Background: an optimization exercise with open tools, aiming at small area and a short achievable clock period. Do not read the settings as production practice. No run shown here included a check of the RTL's function; only the layout flow was run. Power and IR drop assume default switching activity.

==> design.v <==
`default_nettype none
package spm_pkg;
    parameter int SAMPLE_WIDTH_DEFAULT = 16;
    parameter int FIFO_DEPTH_DEFAULT = 16;
    parameter int INTERVAL_WIDTH = 32;
    parameter int TIMER_WIDTH = 32;
    parameter int SAMPLE_MAX_WIDTH = 32;
    function automatic logic [SAMPLE_MAX_WIDTH-1:0] end_marker(input integer width);
        end_marker = 32'd1 << (width - 1);
    endfunction
    function automatic logic [SAMPLE_MAX_WIDTH-1:0] most_negative(input integer width);
        most_negative = end_marker(width) + 32'd1;
    endfunction
    function automatic logic [SAMPLE_MAX_WIDTH-1:0] most_positive(input integer width);
        most_positive = end_marker(width) - 32'd1;
    endfunction
endpackage
`default_nettype wire
`default_nettype none
`timescale 1ns/10ps
module spm_top #(
    parameter int SAMPLE_WIDTH = spm_pkg::SAMPLE_WIDTH_DEFAULT,
    parameter int FIFO_DEPTH   = spm_pkg::FIFO_DEPTH_DEFAULT
) (
    input  logic                               clk,
    input  logic                               reset,
    input  logic                               enable,
    input  logic                               start,
    input  logic [spm_pkg::INTERVAL_WIDTH-1:0] interval,
    input  logic signed [SAMPLE_WIDTH-1:0]     data_in,
    input  logic                               data_in_valid,
    output logic                               data_in_ready,
    output logic signed [SAMPLE_WIDTH-1:0]     min_out,
    output logic signed [SAMPLE_WIDTH-1:0]     max_out,
    output logic                               min_out_valid,
    output logic                               max_out_valid,
    input  logic                               min_out_ready,
    input  logic                               max_out_ready,
    output logic [spm_pkg::TIMER_WIDTH-1:0]    timer,
    output logic                               busy,
    output logic                               done
);
    localparam int AW = $clog2(FIFO_DEPTH);
    localparam int IW = spm_pkg::INTERVAL_WIDTH;
    localparam int TW = spm_pkg::TIMER_WIDTH;
    localparam logic [SAMPLE_WIDTH-1:0] END_MARKER = {1'b1, {(SAMPLE_WIDTH-1){1'b0}}};
    function automatic logic [31:0] inc32(input logic [31:0] x);
        logic [7:0] grp;
        logic [7:0] pre;
        logic       c;
        for (int k = 0; k < 8; k++) grp[k] = &x[4*k +: 4];
        pre[0] = 1'b1;
        for (int k = 1; k < 8; k++) pre[k] = pre[k-1] & grp[k-1];
        for (int i = 0; i < 32; i++) begin
            c = pre[i / 4];
            for (int j = 4 * (i / 4); j < i; j++) c = c & x[j];
            inc32[i] = x[i] ^ c;
        end
    endfunction
    function automatic logic [31:0] dec32(input logic [31:0] x);
        dec32 = ~inc32(~x);
    endfunction
    localparam int SLOTS = FIFO_DEPTH - 1;
    logic signed [SAMPLE_WIDTH-1:0] mn [SLOTS];
    logic signed [SAMPLE_WIDTH-1:0] mx [SLOTS];
    localparam int JW = FIFO_DEPTH / 2;
    logic [AW:0]   cnt_mn, cnt_mx;
    logic [JW-1:0] occ_mn, occ_mx;
    function automatic logic jstate(input logic [JW-1:0] j, input int k);
        if (k == 0)       jstate = !j[JW-1] && !j[0];
        else if (k < JW)  jstate = j[k-1] && !j[k];
        else if (k == JW) jstate = j[JW-1] && j[0];
        else              jstate = !j[k-JW-1] && j[k-JW];
    endfunction
    logic [IW-1:0] iq;       
    logic          n1;       
    logic [IW-1:0] rem;      
    logic [IW-1:0] base;     
    logic          have;     
    logic          last;     
    logic ready_int, accept, marker, smp, shift, push, pop_mn, pop_mx;
    logic wr0_mn, wr0_mx, start_run, head_mn, head_mx;
    logic signed [SAMPLE_WIDTH-1:0] hd_mn, hd_mx;
    logic in0_mn, in0_mx;
    logic hdv_mn, hdv_mx;    
    logic signed [SAMPLE_WIDTH-1:0] rd_mn, rd_mx;
    logic lt_mn, gt_mx;
    spm_lt #(.W(SAMPLE_WIDTH)) i_lt_mn (.a(data_in), .b(mn[0]),   .lt(lt_mn));
    spm_lt #(.W(SAMPLE_WIDTH)) i_gt_mx (.a(mx[0]),   .b(data_in), .lt(gt_mx));
    logic ready_next;
    assign ready_next    = (start_run || (busy && !(accept && marker)))
                        && !((cnt_mn[AW] || (cnt_mn == (AW+1)'(FIFO_DEPTH - 1) && push)) && !pop_mn)
                        && !((cnt_mx[AW] || (cnt_mx == (AW+1)'(FIFO_DEPTH - 1) && push)) && !pop_mx);
    assign data_in_ready = enable && ready_int;
    assign accept        = data_in_valid && data_in_ready;
    assign marker        = (data_in == END_MARKER);
    assign smp           = accept && !marker;
    assign shift         = smp && !have;
    assign push          = accept && (marker ? have : last);
    assign wr0_mn        = smp && (!have || lt_mn);
    assign wr0_mx        = smp && (!have || gt_mx);
    assign start_run     = enable && !busy && start;
    assign base          = have ? rem : iq;
    assign min_out       = (mn[0] & {SAMPLE_WIDTH{in0_mn}}) | (hd_mn & {SAMPLE_WIDTH{hdv_mn}});
    assign max_out       = (mx[0] & {SAMPLE_WIDTH{in0_mx}}) | (hd_mx & {SAMPLE_WIDTH{hdv_mx}});
    assign pop_mn        = min_out_valid && min_out_ready;
    assign pop_mx        = max_out_valid && max_out_ready;
    assign head_mn       = push && (cnt_mn == '0 || (cnt_mn == (AW+1)'(1) && pop_mn));
    assign head_mx       = push && (cnt_mx == '0 || (cnt_mx == (AW+1)'(1) && pop_mx));
    always_comb begin
        rd_mn = '0;
        rd_mx = '0;
        for (int i = 0; i < SLOTS; i++) begin
            rd_mn = rd_mn | (mn[i] & {SAMPLE_WIDTH{jstate(occ_mn, (i + 2) % FIFO_DEPTH)}});
            rd_mx = rd_mx | (mx[i] & {SAMPLE_WIDTH{jstate(occ_mx, (i + 2) % FIFO_DEPTH)}});
        end
    end
    always_ff @(posedge clk) begin
        if (shift) begin
            for (int i = 1; i < SLOTS; i++) begin
                mn[i] <= mn[i-1];
                mx[i] <= mx[i-1];
            end
        end
        if (wr0_mn) mn[0] <= data_in;
        if (wr0_mx) mx[0] <= data_in;
        if (!head_mn && (pop_mn || (in0_mn && shift))) hd_mn <= pop_mn ? rd_mn : mn[0];
        if (!head_mx && (pop_mx || (in0_mx && shift))) hd_mx <= pop_mx ? rd_mx : mx[0];
    end
    always_ff @(posedge clk) begin
        if (enable && !busy) begin
            iq   <= interval;
            n1   <= (interval == IW'(1));
            last <= (interval == IW'(1));
        end else if (accept) begin
            last <= (smp && !last) ? (base == IW'(2)) : n1;
        end
        if (smp && !last) begin
            rem <= dec32(base);
        end
    end
    always_ff @(posedge clk or posedge reset) begin
        if (reset) begin
            cnt_mn        <= '0;
            cnt_mx        <= '0;
            occ_mn        <= '0;
            occ_mx        <= '0;
            min_out_valid <= 1'b0;
            max_out_valid <= 1'b0;
            have          <= 1'b0;
            ready_int     <= 1'b0;
            in0_mn        <= 1'b0;
            in0_mx        <= 1'b0;
            hdv_mn        <= 1'b1;
            hdv_mx        <= 1'b1;
        end else begin
            if (head_mn) begin
                in0_mn <= 1'b1;
                hdv_mn <= 1'b0;
            end else if (pop_mn || shift) begin
                in0_mn <= 1'b0;
                hdv_mn <= 1'b1;
            end
            if (head_mx) begin
                in0_mx <= 1'b1;
                hdv_mx <= 1'b0;
            end else if (pop_mx || shift) begin
                in0_mx <= 1'b0;
                hdv_mx <= 1'b1;
            end
            ready_int <= ready_next;
            case ({push, pop_mn})
                2'b10:   begin cnt_mn <= inc32(32'(cnt_mn)); min_out_valid <= 1'b1; end
                2'b01:   begin cnt_mn <= dec32(32'(cnt_mn)); min_out_valid <= (cnt_mn != (AW+1)'(1)); end
                default: ;
            endcase
            case ({push, pop_mx})
                2'b10:   begin cnt_mx <= inc32(32'(cnt_mx)); max_out_valid <= 1'b1; end
                2'b01:   begin cnt_mx <= dec32(32'(cnt_mx)); max_out_valid <= (cnt_mx != (AW+1)'(1)); end
                default: ;
            endcase
            case ({shift, pop_mn})
                2'b10:   occ_mn <= {occ_mn[JW-2:0], !occ_mn[JW-1]};
                2'b01:   occ_mn <= {!occ_mn[0], occ_mn[JW-1:1]};
                default: ;
            endcase
            case ({shift, pop_mx})
                2'b10:   occ_mx <= {occ_mx[JW-2:0], !occ_mx[JW-1]};
                2'b01:   occ_mx <= {!occ_mx[0], occ_mx[JW-1:1]};
                default: ;
            endcase
            if (accept) have <= smp && !last;
        end
    end
    always_ff @(posedge clk or posedge reset) begin
        if (reset) begin
            busy  <= 1'b0;
            done  <= 1'b0;
            timer <= '0;
        end else if (enable) begin
            if (start_run) begin
                busy  <= 1'b1;
                done  <= 1'b0;
                timer <= '0;
            end else if (busy) begin
                timer <= inc32(timer);
                if (accept && marker) begin
                    busy <= 1'b0;
                    done <= 1'b1;
                end
            end
        end
    end
endmodule
`default_nettype wire
`default_nettype none
module spm_lt #(
    parameter int W = 16
) (
    input  logic [W-1:0] a,
    input  logic [W-1:0] b,
    output logic         lt
);
    localparam int L = $clog2(W);
    localparam int P = 1 << L;
    logic [P-1:0] l [L+1];
    logic [P-1:0] g [L+1];
    always_comb begin
        l[0] = '0;
        g[0] = '0;
        for (int i = 0; i < W; i++) begin
            if (i == W - 1) begin
                l[0][i] = a[i] & ~b[i];
                g[0][i] = ~a[i] & b[i];
            end else begin
                l[0][i] = ~a[i] & b[i];
                g[0][i] = a[i] & ~b[i];
            end
        end
        for (int v = 1; v <= L; v++) begin
            l[v] = '0;
            g[v] = '0;
            for (int i = 0; i < (P >> v); i++) begin
                l[v][i] = l[v-1][2*i+1] | (~g[v-1][2*i+1] & l[v-1][2*i]);
                g[v][i] = g[v-1][2*i+1] | (~l[v-1][2*i+1] & g[v-1][2*i]);
            end
        end
        lt = l[L][0];
    end
endmodule
`default_nettype wire
==> flow/run.sh <==
#!/bin/bash
# Standard layout, with two changes: the clock tree is built without dummy
# loads, and the port buffers are the smallest plain buffer (timing repair
# sizes them up where a path needs it).
set -euo pipefail
export CTS_ARGS="-sink_clustering_enable -repair_clock_nets -sink_clustering_size 16 -sink_clustering_max_diameter 60 -buf_list {sky130_fd_sc_hd__clkbuf_8 sky130_fd_sc_hd__clkbuf_16} -sink_clustering_buffer sky130_fd_sc_hd__clkbuf_8 -root_buf sky130_fd_sc_hd__clkbuf_16 -dont_use_dummy_load"
export BUFFER_PORTS_ARGS="-buffer_cell sky130_fd_sc_hd__buf_1"
bash standard.sh synth > synth.log 2>&1
bash standard.sh finish > layout.log 2>&1
==> standard.sh <==
#!/bin/bash
# synth_recipe.tcl (not shown) runs the flow's synth.tcl, then flattens the netlist and writes it again
# the make line also repeats each setting of config.mk as NAME=value (left out here)
make -C /OpenROAD-flow-scripts/flow DESIGN_CONFIG=/design/flow/config.mk WORK_HOME=/design/flow/orfs CLKGATE_MAP_FILE= SYNTH_SCRIPT=/design/flow/synth_recipe.tcl "${@:-finish}"
==> config.mk <==
export PLATFORM = sky130hd
export DESIGN_NAME = spm_top
export DESIGN_NICKNAME = spm_top
export VERILOG_FILES = /design/flow/design.v
export SDC_FILE = /design/flow/constraint.sdc
export NUM_CORES = 4
export LEC_CHECK = 0
export CAP_MARGIN = 20
export CORE_MARGIN = 2
export CORE_UTILIZATION = 60
export SETUP_SLACK_MARGIN = 2.1
export SLEW_MARGIN = 20
==> constraint.sdc <==
create_clock -name core_clock -period 4.5 [get_ports {clk}]
set_input_delay 0.9000 -clock core_clock [delete_from_list [all_inputs] [get_ports {clk}]]
set_output_delay 0.9000 -clock core_clock [all_outputs]
set_load 0.01 [all_outputs]
==> summary.txt, run 1 <==
- Traced cell by cell, the critical path runs through buf_12, a22o_1, buf_2.
- Of all flip-flops after synthesis, the portion carrying an async set or reset was approximately a tenth.
- The worst-margin pin slew is 0.991 ns.
- For this block, the initial DRC count from the detailed router was 2070.
- By count the netlist is led by edfxtp_1 (578), a22oi_1 (120), a22o_1 (105), inv_1 (95), clkbuf_1 (73).
- For the final database, setup skew stands at roughly 0.035 ns.
- The launch point of the worst hold path is mx[6][13]$_DFFE_PP_.
- The total overflow left after global routing is 0.
- The largest vdd supply drop is approximately 0.30 mV.
- The cell sitting at the root of the clock tree is a clkbuf_16.
- The critical path contains buffers and inverters numbering 2 combined.
- The detailed-route via count is 16300.
- The standard cell core area is 0.0431 mm2.
- Dividing the detail-routed wire length by the instance count gives 26.5 um.
- From bottom edge to top edge, the die measures 213 um.
- The clock reaches the later pin of the worst-skew pair after 0.57 ns.
- The first-pass iteration count of the detailed router is 8.
- Clock-pin slew was measured on the worst setup and hold paths at 0.11 ns.
- In the routed design, unresolved DRC markers number 0.
- The type of the worst min-delay path is reg -> reg.
- From left edge to right edge, the die measures between 200 and 250 um.
- The worst setup path is launched from a flop.
- STA puts the critical path data arrival time at 1.72 ns.
- The initial utilization of the core area, before any placement, comes to 60.8%.
- By area the synthesized netlist is led by edfxtp_1 (66%), dfrtp_1 (6.3%), a22o_1 (3.5%), a22oi_1 (3.4%), ha_1 (3.1%).
- Summed over all layers, the routed wires come to 65.8 mm.
- The initialized floorplan defines 76 standard-cell rows.
- On the worst path, the slowest cell contributes a delay of 0.66 ns.
- The number of max-cap violations is 0.
- The type of destination of the critical path is an output port.
- The first-pass GRT wire length is 96.3 mm.
- Clock tree synthesis found a total of 646 sinks.
- The number of global-route vias before repair is 15900.
- Synthesis produced a netlist whose cell count is 1699.
- The die covers 0.0453 mm2.
- The total of fill cells in the finished design is 2918.
- The flop and latch count out of synthesis is 646.
- Entering global routing, the biggest net connects between 150 and 200 pins.
- Setup violations remaining at the end of the flow were counted as 0.
- The clock share of power is between 10% and 20%.
- The yosys synthesis warning count is 8.
- Yosys instantiated no cell more often than edfxtp_1.
- Pin placement for this block handled 124 I/O pins.
- The category of cells accounting for the largest share of critical-path delay is flip-flops.
- Compared with the post-synthesis result, the final layout area differs by 14.4%.
- The per-instance average area after synthesis is 15.4 um2.
- The most critical setup path has its startpoint at hdv_mx$_DFFE_PP1P_.
- Routability-driven placement finished with a final weighted congestion of 0.846.
- The synthesized design devotes to its leading area cell type 66.3% of total area.
- The share of the clock period used by the worst path is 58.2%.
- For the finished layout, the period the worst path requires is 2.62 ns.
- The half-perimeter wire length after detailed placement is a little over 40 mm.
- The total routing usage reported by global routing is 28.8%.
- In this run the power density over the cells is ~530 mW/mm2.
- The max-slew violation count is 0.
- The count of nets left with antenna violations once routing finished came out at 0.
- The internal power consumption is between 0.01 and 0.015 W.
- The number of hold violations in the final report came to 0.
- The count of flip-flops with a built-in enable after synthesis is 578.
- Derived from the worst setup path, the maximum achievable clock frequency is 0.382 GHz.
- After synthesis, the netlist uses 57 different library cells.
- The number of nets handed over by synthesis was 1819.
- The part of the total power dissipated in combinational logic is 31.0%.
- The run finished with no timing, DRC or antenna violations.
- The number of H-tree levels is 2.
- The worst reg2reg path startpoint is mx[0][9]$_DFFE_PP_.
- The reported net switching power is roughly 0.0054 W.
- In this run the worst path has a maximum fanout of 9.
- The count of buffers added on input and output ports is 123.
- The layout cell share with drive strength beyond 1 is 18.1%.
- At the worst endpoint, the required time is around 3.6 ns.
- The max-slew headroom at the worst pin is between 30% and 40%.
- The per-cell via count in the routed design is 6.56.
- The cell area that synthesis handed to floorplanning was 0.0262 mm2.
- The portion of total power attributed to sequential cells is 50.9%.
- Setup repair after global routing could not meet its margin everywhere.
- The number of buffers on the longest clock path is 3.
- Buffers inserted to repair hold after CTS numbered 0.
- The slowest stage of the critical path belongs to the cell dfstp_4.
- Power comes to 0.0157 W.
- The final-layout worst hold slack is 0.427 ns.
- The number of nets in the layout is about 2000.
- For this run, the leading register cell type out of synthesis is edfxtp_1.
- In this run the static leakage power is 10.7 nW.
- The antenna diode count is 0.
- Buffers inserted during clock tree synthesis total 48.
- The critical path in this run is classified as reg -> out.
- The TritonCTS clock tree is done.
- The largest total area in the synthesized netlist belongs to edfxtp_1.
- The switching portion of total power is about a third.
- The number of antenna violations at the first check in global routing was 0.
- The post-synthesis sequential area ratio is ~73%.
metrics by stage:
stage / util, % / setup slack [ns] / std cells / TNS [ns] / area [um2]
global placement: 63.7 / 0.403 / 2363 / 0 / 27400
finish: 69.5 / 1.88 / 2485 / 0 / 29900
floorplan: - / -5.37 / 1699 / -2045.23 / 26300
CTS: 67.4 / 1.87 / 2456 / 0 / 29000
global route: 69.5 / 1.85 / 2485 / 0 / 29900
detailed placement: 63.7 / 0.341 / 2363 / 0 / 27400
final timing paths:
check	end	cells after the start	slack, ns
min reg2reg	mx[7][13]$_DFFE_PP_	0	0.43
max reg2reg	mx[0][7]$_DFFE_PP_	6	1.97
min in group asynchronous	in0_mn$_DFFE_PP0P_	2	0.44
max	max_out[0]	3	1.88
max in group asynchronous	timer[1]$_DFFE_PP0P_	3	3.12
min	mx[7][13]$_DFFE_PP_	0	0.43
cell type report:
class | instances | area, um2 | area share [%]
inverters | 107 | 409 | 1.37
flip-flops and latches | 646 | 19100 | 63.8
well taps | 585 | 732 | 2.44
clock buffers | 48 | 717 | 2.39
repair buffers | 236 | 1820 | 6.09
multi-input cells | 863 | 7160 | 23.9
sequential cells by signal (all words and copies together), names as in the netlist, 5 cells and up:
signal / count
hd_mn: 16
timer: 32
mx: 240
iq: 32
occ_mx: 8
occ_mn: 8
cnt_mx: 5
rem: 32
hd_mx: 16
mn: 240
cnt_mn: 5
layer usage:
metal | vias up | wire (um) | track usage [%]
met5 | - | 0 | 0
met1 | 8235 | 27600 | 43.1
met2 | 853 | 29800 | 42.8
met4 | 0 | 1610 | 8.44
met3 | 115 | 6880 | 6.31
li1 | 7105 | - | -
power groups by stage:
stage,Sequential [W],Clock [W],Combinational [W]
finish,0.00801,0.00286,0.00488
global route,0.00807,0.00310,0.00522
CTS,0.00796,0.00292,0.00449
detailed placement,0.00814,0,0.00414
global placement,0.00811,0,0.00407
floorplan,0.00775,0,0.00282
cell families after synthesis:
logic type,Yosys count,synth area share (%)
xor+xnor,14,0.468
buf+inv,190,2.75
simple gates,275,5.35
mux,56,2.15
fa+ha+maj,84,3.85
flops,646,72.8
compound gates,434,12.6
repair_timing:
item	CTS	global route
setup buffers	44	24
endpoints found under the setup margin	655	514
pin swaps	21	51
resized for setup	119	145
endpoints found under the hold margin	0	0
gates cloned	1	5
cell usage in the layout (no fill, tap or decap), drive strengths merged, types with 54 or more instances in the layout:
master  count
nand2      54
inv       104
dfrtp      66
clkbuf     56
a22oi     120
buf       227
mux2i      54
ha         65
a22o      105
edfxtp    578
nor2       67
==> run 2: changes to the inputs <==
--- a/design.v
+++ b/design.v
@@ -152,6 +152,6 @@
             in0_mn        <= 1'b0;
             in0_mx        <= 1'b0;
-            hdv_mn        <= 1'b1;
-            hdv_mx        <= 1'b1;
+            hdv_mn        <= 1'b0;
+            hdv_mx        <= 1'b0;
         end else begin
             if (head_mn) begin
--- a/config.mk
+++ b/config.mk
@@ -9,4 +9,6 @@
 export CORE_MARGIN = 2
 export CORE_UTILIZATION = 60
-export SETUP_SLACK_MARGIN = 2.1
+export CTS_BUF_LIST = sky130_fd_sc_hd__clkbuf_4 sky130_fd_sc_hd__clkbuf_8
+export CTS_CLUSTER_SIZE = 30
+export SETUP_SLACK_MARGIN = 2.0
 export SLEW_MARGIN = 20
==> run 2 against run 1 <==
Largest power group unchanged. Via count is 0.45% higher. Sequential power up 0.5%. Fmax up 2.4%. Still clean on timing, DRC and antenna. Total power is 0.85% lower. Non-clock buffer count shrank 8. First-iteration DRC count is 6.1% higher. Critical path type unchanged. Critical endpoint is now min_out[8].
==> summary.txt, run 2 <==
- The yosys synthesis warning count is 8.
- The number of global-route vias before repair is 15400.
- For the worst flop-to-flop path, the logic depth is 7.
- The post-detailed-route count of antenna-violating nets is 0.
- The utilization after layout is 68.9%.
- The worst reg2reg path startpoint is mn[0][8]$_DFFE_PP_.
- The total of fill cells in the finished design is between 2000 and 3000.
- The critical path launch point type is a flop.
- Per report_power, the combinational group accounts for 30.0% of the total.
- For this run, the post-layout net count is 2016.
- The total routing usage reported by global routing is 28.5%.
- The count of distinct cell types in the synthesized netlist is 56.
- The tool flagged a number of max-cap violations equal to 0.
- After clock tree synthesis, the clock-pin slew on the worst setup and hold paths is 0.10 ns.
- The total nets after synthesis is about 1800.
- The switching portion of total power is 34.4%.
- The initial detailed-routing violation count is approximately 2200.
- Counting along the longest clock path gives a buffer depth of 3.
- Sequential cells account for 51.5% of the total power.
- Ranked by instance count, the synthesized netlist is headed by edfxtp_1 (578), a22oi_1 (120), a22o_1 (105), inv_1 (95), clkbuf_1 (73).
- The remaining global-route overflow is 0.
- The worst-case IR drop observed on VDD is 0.275 mV.
- The cell count after synthesis is 1699.
- For the pin with the worst max-slew slack, the measured transition is 1.16 ns.
- The mapped netlist covers 0.0262 mm2.
- The analysis attributes to net switching a power of 0.00537 W.
- The per-cell via count in the routed design is 6.60.
- The flow ran to the end and the layout has no timing, DRC or antenna violations.
- The count of flip-flops with a built-in enable after synthesis is approximately 580.
- The library cells used most frequently in the layout, excluding fill and tap cells, are edfxtp_1 (578), a22oi_1 (116), buf_1 (107).
- Subtracting the final worst setup slack from the clock period gives 2.56 ns.
- The height of the die is 213 um.
- The number of clock buffers added by TritonCTS is 49.
- Along the worst path, the maximum fanout reaches 18.
- After synthesis, the largest area contributor takes up approximately 66% of total cell area.
- Summed over all instances, the cell type with the most area after synthesis is edfxtp_1.
- The number of antenna violations at the first check in global routing came to 1.
- The TritonCTS clock tree is done.
- The share of total power dissipated in the clock network is 18.5%.
- The type of destination of the critical path is an output port.
- The critical path starts at in0_mn$_DFFE_PP0P_.
- Across all setup checks in the final design, the least slack found is 1.94 ns.
- Dividing the synthesized area by the synthesized cell count gives 15.4 um2.
- Sequential cells were found to cover between 70% and 80% of the synthesized design area.
- The number of hold violations in the final report is 0.
- The half-perimeter wire length after detailed placement is between 30 and 40 mm.
- The worst setup slack after placement is 0.252 ns.
- The tightest min-delay check is of the in -> async type.
- The horizontal die dimension is 213 um.
- The max-slew violation count is 0.
- The clock tree synthesis step divided the H-tree into 2 levels.
- The detailed-route via count is 16400.
- At the worst endpoint, the arrival time is 1.66 ns.
- Of the cells placed in the final design, the portion with a size suffix greater than 1 is around 15%.
- The total power divided by cell area is 526 mW/mm2.
- Summed over all cells, the static leakage comes to 10.6 nW.
- The top-level port count is 124.
- Dividing the final minimum period by the clock period gives 56.8%.
- The clock latency reported for the late side of the worst-skew pair is 0.58 ns.
- The standard cell core area is between 0.04 and 0.05 mm2.
- Registers take 0.0191 mm2.
- The setup check on the worst reg-to-reg path leaves a slack of 1.98 ns.
- In the post-synthesis netlist, the cell with the most instances is edfxtp_1.
- Input and output buffers added on the ports amount to 123.
- The count of clock tree sinks is between 600 and 700.
- The final wirelength is 66.1 mm.
- The library cell used most frequently in the layout, excluding fill and tap cells, is edfxtp_1.
- The highest clock frequency the design can meet is 0.391 GHz.
- The worst register-to-register path ends at mn[0][5]$_DFFE_PP_.
- The area of the die is 0.0453 mm2.
- The area growth from synthesis to layout is 13.4%.
- The largest registers in the layout are mn (240), mx (240).
- The initial standard-cell utilization of the core is 60.8%.
- Headroom to the max-slew limit came out at between 20 and 25%.
- In the post-synthesis netlist, the biggest area contributors are edfxtp_1 (66%), dfrtp_1 (6.5%), a22o_1 (3.5%), a22oi_1 (3.4%), ha_1 (3.1%).
- After routing the design area is 0.0297 mm2.
- The worst setup path endpoint is min_out[8].
- The number of placement rows is 76.
- The mean routed wirelength per cell is 26.6 um.
- At the end of routability-driven placement, the weighted congestion stood at ~0.84.
- Setup repair after global routing could not meet its margin everywhere.
- The first TritonRoute pass finished after 7 iterations.
- The internal power consumption is 0.0102 W.
- STA puts the critical path data required time at 3.60 ns.
- The first-pass GRT wire length is 94.9 mm.
- After synthesis, the share of flip-flops with an asynchronous set or reset is around a tenth.
- In the synthesized netlist the dominant register cell turns out to be edfxtp_1.
- The post-route clock skew is 0.0387 ns.
- The number of failing setup endpoints in the final timing report is 0.
- After detailed routing, the number of remaining DRC violations is 0.
- The footprint of the multi-input gates is 0.00696 mm2.
- For this design, the CTS-stage hold fixing added 0 buffers.
- Clock tree synthesis selected as its root buffer the cell clkbuf_16.
- The kind of critical path is reg -> out.
- The maximum number of pins on one net before global-route repair is 99.
- Synthesis inferred 646 register bits.
- The standard cell area after detailed placement is between 0.02 and 0.03 mm2.
## run 2: worst max-delay path: stages, from the launching register on
cell	delay [ns]
dfrtp_4	0.62
a22o_1	0.31
buf_1	0.15
## run 2: worst min-delay path by stage
stage	startpoint	endpoint	slack, ns	cells past startpoint
final	reset	timer[1]$_DFFE_PP0P_	0.43	2
after global routing	mx[3][6]$_DFFE_PP_	mx[4][6]$_DFFE_PP_	0.44	0
after CTS	mx[3][4]$_DFFE_PP_	mx[4][4]$_DFFE_PP_	0.43	0
after detailed placement	mx[9][14]$_DFFE_PP_	mx[10][14]$_DFFE_PP_	0.43	0
after global placement	mn[3][3]$_DFFE_PP_	mn[4][3]$_DFFE_PP_	0.43	0
after floorplan	mn[9][3]$_DFFE_PP_	mn[10][3]$_DFFE_PP_	0.43	0
## run 2: power groups by stage
stage	sequential, W	clock [W]	combinational, W
6_report	0.00805	0.00289	0.00468
5_1_grt	0.00810	0.00312	0.00501
4_1_cts	0.00800	0.00294	0.00434
3_5_place_dp	0.00818	0	0.00405
3_3_place_gp	0.00816	0	0.00401
2_1_floorplan	0.00775	0	0.00282
## run 2: through the flow
| stage | total power [W] | hold slack [ns] | instances | setup TNS (ns) |
|---|---|---|---|---|
| 4_1_cts | 0.0153 | 0.427 | 2438 | 0 |
| 5_1_grt | 0.0162 | 0.440 | 2479 | 0 |
| 6_report | 0.0156 | 0.426 | 2481 | 0 |
| 2_1_floorplan | 0.0106 | 0.425 | 1699 | -2045.23 |
| 3_5_place_dp | 0.0122 | 0.434 | 2355 | 0 |
| 3_3_place_gp | 0.0122 | 0.429 | 2355 | 0 |
## run 2: cells by family (layout without fill, tap and decap cells)
| group | Yosys count | count (layout) | share of synthesized area, % |
|---|---|---|---|
| adder cells (fa/ha/maj) | 84 | 84 | 3.85 |
| AND/OR/NAND/NOR | 275 | 275 | 5.35 |
| AO/OA/AOI/OAI | 434 | 435 | 12.6 |
| flip-flops | 646 | 646 | 72.8 |
| other | 0 | 2 | 0 |
| buffers and inverters | 190 | 384 | 2.75 |
| XOR/XNOR | 14 | 14 | 0.468 |
| multiplexers | 56 | 56 | 2.15 |
## run 2: area by class of cell
cell class | instances | area share [%]
flip-flops and latches | 646 | 64.3
multi-input cells | 864 | 23.5
repair buffers | 228 | 5.93
well taps | 585 | 2.47
clock buffers | 49 | 2.46
inverters | 107 | 1.38
diodes | 2 | 0.0169
## run 2: metal layers
metal  vias up  part of all wire [%]  GRT usage (%)
li1       7109                     -              -
met1      8219                    41           42.7
met2       946                    45           42.5
met3       107                    11           6.96
met4         0                   2.4           6.44
met5         -                     0              0
## run 2: what timing repair did
item	CTS	global route
setup buffers	28	36
endpoints found under the setup margin	624	546
pin swaps	8	23
cloned	6	5
resized for setup	58	109
==> run 3: changes to the inputs <==
--- a/config.mk
+++ b/config.mk
@@ -8,7 +8,5 @@
 export CAP_MARGIN = 20
 export CORE_MARGIN = 2
-export CORE_UTILIZATION = 60
-export CTS_BUF_LIST = sky130_fd_sc_hd__clkbuf_4 sky130_fd_sc_hd__clkbuf_8
-export CTS_CLUSTER_SIZE = 30
+export CORE_UTILIZATION = 65
 export SETUP_SLACK_MARGIN = 2.0
 export SLEW_MARGIN = 20
==> run 3 against run 2 <==
Combinational power shrank 3%. Synthesized cell count did not move. Flip-flop and latch count is the same. Total power is 1.7% lower. First-iteration DRC count fell by 8.9%. Global-route usage up 2.0 points. Register-to-register slack hardly changed.
==> summary.txt, run 3 <==
- The total power divided by cell area is 527 mW/mm2.
- The layout has 2546 filler cells.
- The largest registers in the layout are mn (240), mx (240).
- After synthesis, the mean cell area works out to 15.4 um2.
- Buffers placed on the I/O ports in this run total 123.
- Yosys attributes the largest share of cell area to edfxtp_1 (66%), dfrtp_1 (6.5%), a22o_1 (3.5%), a22oi_1 (3.4%), ha_1 (3.1%).
- TritonCTS built the clock tree.
- For this design the static power due to leakage is roughly 10 nW.
- VDD sags by at most 0.317 mV.
- The detailed-route DRC error count is 0.
- The number of H-tree levels is 2.
- The max-slew headroom at the worst pin is between 30% and 40%.
- The max-slew violation count is 0.
- After detailed routing, the number of vias per cell comes to 6.76.
- The tree built by TritonCTS fans out to 646 sinks.
- The clock-pin transition on the worst setup and hold timing paths is 0.10 ns.
- The total placed cells including tap cells is 2295.
- The flow ran to the end and the layout has no timing, DRC or antenna violations.
- After global routing, the most crowded layer is met1.
- The first-pass iteration count of the detailed router is 6.
- 124 I/O pins were placed.
- The total nets after synthesis is about 1800.
- Max-cap violations in this run came to 0.
- The first global-routing pass estimated approximately 94 mm of wire.
- STA classifies the critical path startpoint as an input port.
- In the layout the commonest cells are edfxtp_1 (578), a22oi_1 (117), a22o_1 (104).
- The floorplan has 73 rows.
- Counting flops with a built-in enable in the synthesized netlist gives 578.
- The most repeated cell in the gate-level netlist after synthesis is edfxtp_1.
- The worst-margin pin slew is 1.02 ns.
- The total routing usage reported by global routing is 30.4%.
- Data on the critical path is required at its endpoint by 4.93 ns.
- The top fanout value on the critical path is 5.
- The switching portion of total power is ~34%.
- The area of the die is 0.0419 mm2.
- In the final layout, the share of cells above drive strength 1 is 13.3%.
- The fraction of met2 tracks used by global routing is 44.4%.
- Synthesis inferred 646 register bits.
- The clock reaches the later pin of the worst-skew pair after 0.58 ns.
- The yosys synthesis warning count is 8.
- Setup repair after global routing could not meet its margin everywhere.
- For this run, the top clock speed supported by timing is approximately 0.39 GHz.
- The area growth from synthesis to layout is 11.2%.
- In this run the deepest clock path goes through 3 buffers.
- The number of hold violations in the final report is 0.
- The count of distinct cell types in the synthesized netlist is 56.
- Counting I/O delays and the setup requirement, the final critical path takes 2.59 ns.
- The met1 global-route usage is 45.8%.
- The most used flip-flop cell after synthesis is edfxtp_1.
- The type of the worst min-delay path is in -> async.
- The critical path in this run is classified as in -> reg.
- Global routing consumed, on the met3 layer, 7.24% of the routing resources.
- For this run, the register share of the synthesized area comes to between 70 and 80%.
- The maximum number of pins on one net before global-route repair is just under 200.
- The clock network is responsible for 18.3% of the overall power.
- The height of the die is ~200 um.
- The post-route clock skew is 0.0541 ns.
- The initial standard-cell utilization of the core is around two thirds.
- The summed instance area of the synthesized netlist is about 0.026 mm2.
- The number of clock buffers inserted by TritonCTS is 47.
- Synthesis handed over a netlist of 1699 instances.
- The final standard cell count with taps included and fillers excluded is 2405.
- The worst reg2reg path startpoint is mx[0][8]$_DFFE_PP_.
- The commonest cells after synthesis are edfxtp_1 (578), a22oi_1 (120), a22o_1 (105), inv_1 (95), clkbuf_1 (73).
- The endpoint identified for the worst register-to-register timing path is mx[0][5]$_DFFE_PP_.
- The post-detailed-route count of antenna-violating nets is 0.
- The post-route standard cell area excluding fillers is 0.0291 mm2.
- The number of global-route vias before repair is 15600.
- The standard cell core area is 0.0397 mm2.
- The worst reg-to-reg path cell count is 7.
- In this run the worst setup path terminates at occ_mn[6]$_DFFE_PP0P_.
- The die is between 200 and 250 um wide.
- For the worst setup path, the data arrival time is approximately 3 ns.
- The initial detailed-routing violation count is 2000.
- The mean routed wirelength per cell is 26.4 um.
- Combinational cells account for 29.5% of the total power.
- Summed over all layers, the global routing overflow is 0.
- Internal power comes to 0.0101 W.
- The share of synthesized registers carrying an async set or reset is 10.5%.
- The worst setup slack for register-to-register paths is 1.99 ns.
- The launching element of the worst setup path is data_in[9].
- The final layout contains ~2000 nets.
- The final wirelength is 63.6 mm.
- Of the post-synthesis cell area, the dominant cell type holds 66.3%.
- After detailed placement, the total cell area comes to 0.0273 mm2.
- The biggest area consumer among synthesized cells is edfxtp_1.
- The final estimated routing congestion in global placement is 0.833.
- Leaving out fill and tap cells, the most frequent cell in the layout is edfxtp_1.
- The number of antenna violations at the first check in global routing is 4.
- The clock root buffer is clkbuf_16.
- Summed over all nets, the half-perimeter wirelength after detailed placement is about 39 mm.
- The worst setup path is captured at a flop.
- Setup violations remaining at the end of the flow were counted as 0.
- The portion of total power attributed to sequential cells is a little over half.
- The share of the clock period used by the worst path is 57.5%.
- The analysis attributes to net switching a power of 0.00527 W.
- The detailed-route via count is between 15000 and 20000.
## run 3: changes by cell type in the layout (fill, tap and decap cells not counted), sizes merged
cell and change:
clkbuf -2, buf -15, diode +2, bufbuf -1
## run 3: final cells by class
type | instances | area (um2) | share of cell area, %
sequential | 646 | 19100 | 65.6
multi-input combinational | 864 | 6820 | 23.4
timing repair buffer | 212 | 1430 | 4.90
clock buffer | 47 | 703 | 2.42
tap | 525 | 657 | 2.26
inverter | 107 | 409 | 1.41
antenna | 4 | 10.0 | 0.0344
## run 3: worst max-delay path: stages
cell        delay (ns)
buf_2             0.16
nor4b_4           0.37
nand4_1           0.26
buf_4             0.22
nand3_4           0.12
nor2_4            0.05
buf_4             0.14
clkinvlp_4        0.10
buf_4             0.13
ha_4              0.15
buf_4             0.12
mux2i_1           0.20
a21oi_1           0.10
## run 3: kinds of logic after synthesis
kind of cell | after synthesis | synth area share, %
multiplexers | 56 | 2.15
adder cells (fa/ha/maj) | 84 | 3.85
AO/OA/AOI/OAI | 434 | 12.6
buffers and inverters | 190 | 2.75
flip-flops | 646 | 72.8
AND/OR/NAND/NOR | 275 | 5.35
XOR/XNOR | 14 | 0.468
## run 3: repair_timing
action,CTS,global route
pin swaps,13,21
gates cloned,4,2
gates resized for setup,63,68
hold endpoints to repair,0,0
setup endpoints to repair,582,368
buffers inserted,19,33
hold buffers,0,0
## run 3: how the worst min path moves through the flow
stage,start,endpoint,slack (ns)
finish,reset,occ_mn[3]$_DFFE_PP0P_,0.41
CTS,mn[2][2]$_DFFE_PP_,mn[3][2]$_DFFE_PP_,0.44
floorplan,mn[9][3]$_DFFE_PP_,mn[10][3]$_DFFE_PP_,0.43
global route,reset,occ_mn[2]$_DFFE_PP0P_,0.44
global placement,mx[2][15]$_DFFE_PP_,mx[3][15]$_DFFE_PP_,0.43
detailed placement,mx[2][15]$_DFFE_PP_,mx[3][15]$_DFFE_PP_,0.43
## run 3: through the flow
step	power, W	hold slack (ns)	setup TNS, ns	setup slack [ns]	utilization [%]
2_1_floorplan	0.0106	0.425	-2045.23	-5.37	-
3_3_place_gp	0.0121	0.428	0	0.769	68.7
3_5_place_dp	0.0122	0.433	0	0.696	68.7
4_1_cts	0.0151	0.443	0	1.93	71.9
5_1_grt	0.0160	0.438	0	1.86	73.3
6_report	0.0154	0.410	0	1.91	73.3
## run 3: power groups by stage
| stage | clock (W) | combinational [W] | sequential (W) |
|---|---|---|---|
| after CTS | 0.00287 | 0.00431 | 0.00797 |
| final | 0.00282 | 0.00453 | 0.00800 |
| after detailed placement | 0 | 0.00408 | 0.00813 |
| after global placement | 0 | 0.00401 | 0.00811 |
| after floorplan | 0 | 0.00282 | 0.00775 |
| after global routing | 0.00307 | 0.00486 | 0.00806 |
## run 3: layer usage
layer	vias to the layer above	wire length, um
met5	-	9
met4	2	1830
met3	105	6950
met2	925	29000
met1	8169	25800
li1	7067	-

[separate check: timing with driven ports]
How much do the figures lean on ideal ports? The routed layouts below were timed once more, with nothing changed but the port constraints.
Step 1 sets driving cells, clkbuf_16 on the clock port and buf_2 on the other inputs (assumed; they add their load-dependent delay and slew).
Step 2, shift: input delay + t, output delay - t, t = (earliest + latest rising clock arrival at the registers) / 2. This alone moves slack from input paths to output paths.
a / b / c = ideal ports / drivers / drivers and shift; a / b = the first two.
run	t (ns)	setup slack, ns	pins driven straight from the clock port
run 1	0.619	1.882 / 1.821 / 1.392	1
run 2	0.620	1.943 / 1.883 / 1.346	1
run 3	0.606	1.912 / 1.898 / 1.303	1
After both steps every run listed still meets setup and hold. The setup slack of run 3, which loses most, moves by -0.014 ns with the drivers and by -0.609 ns with both steps.
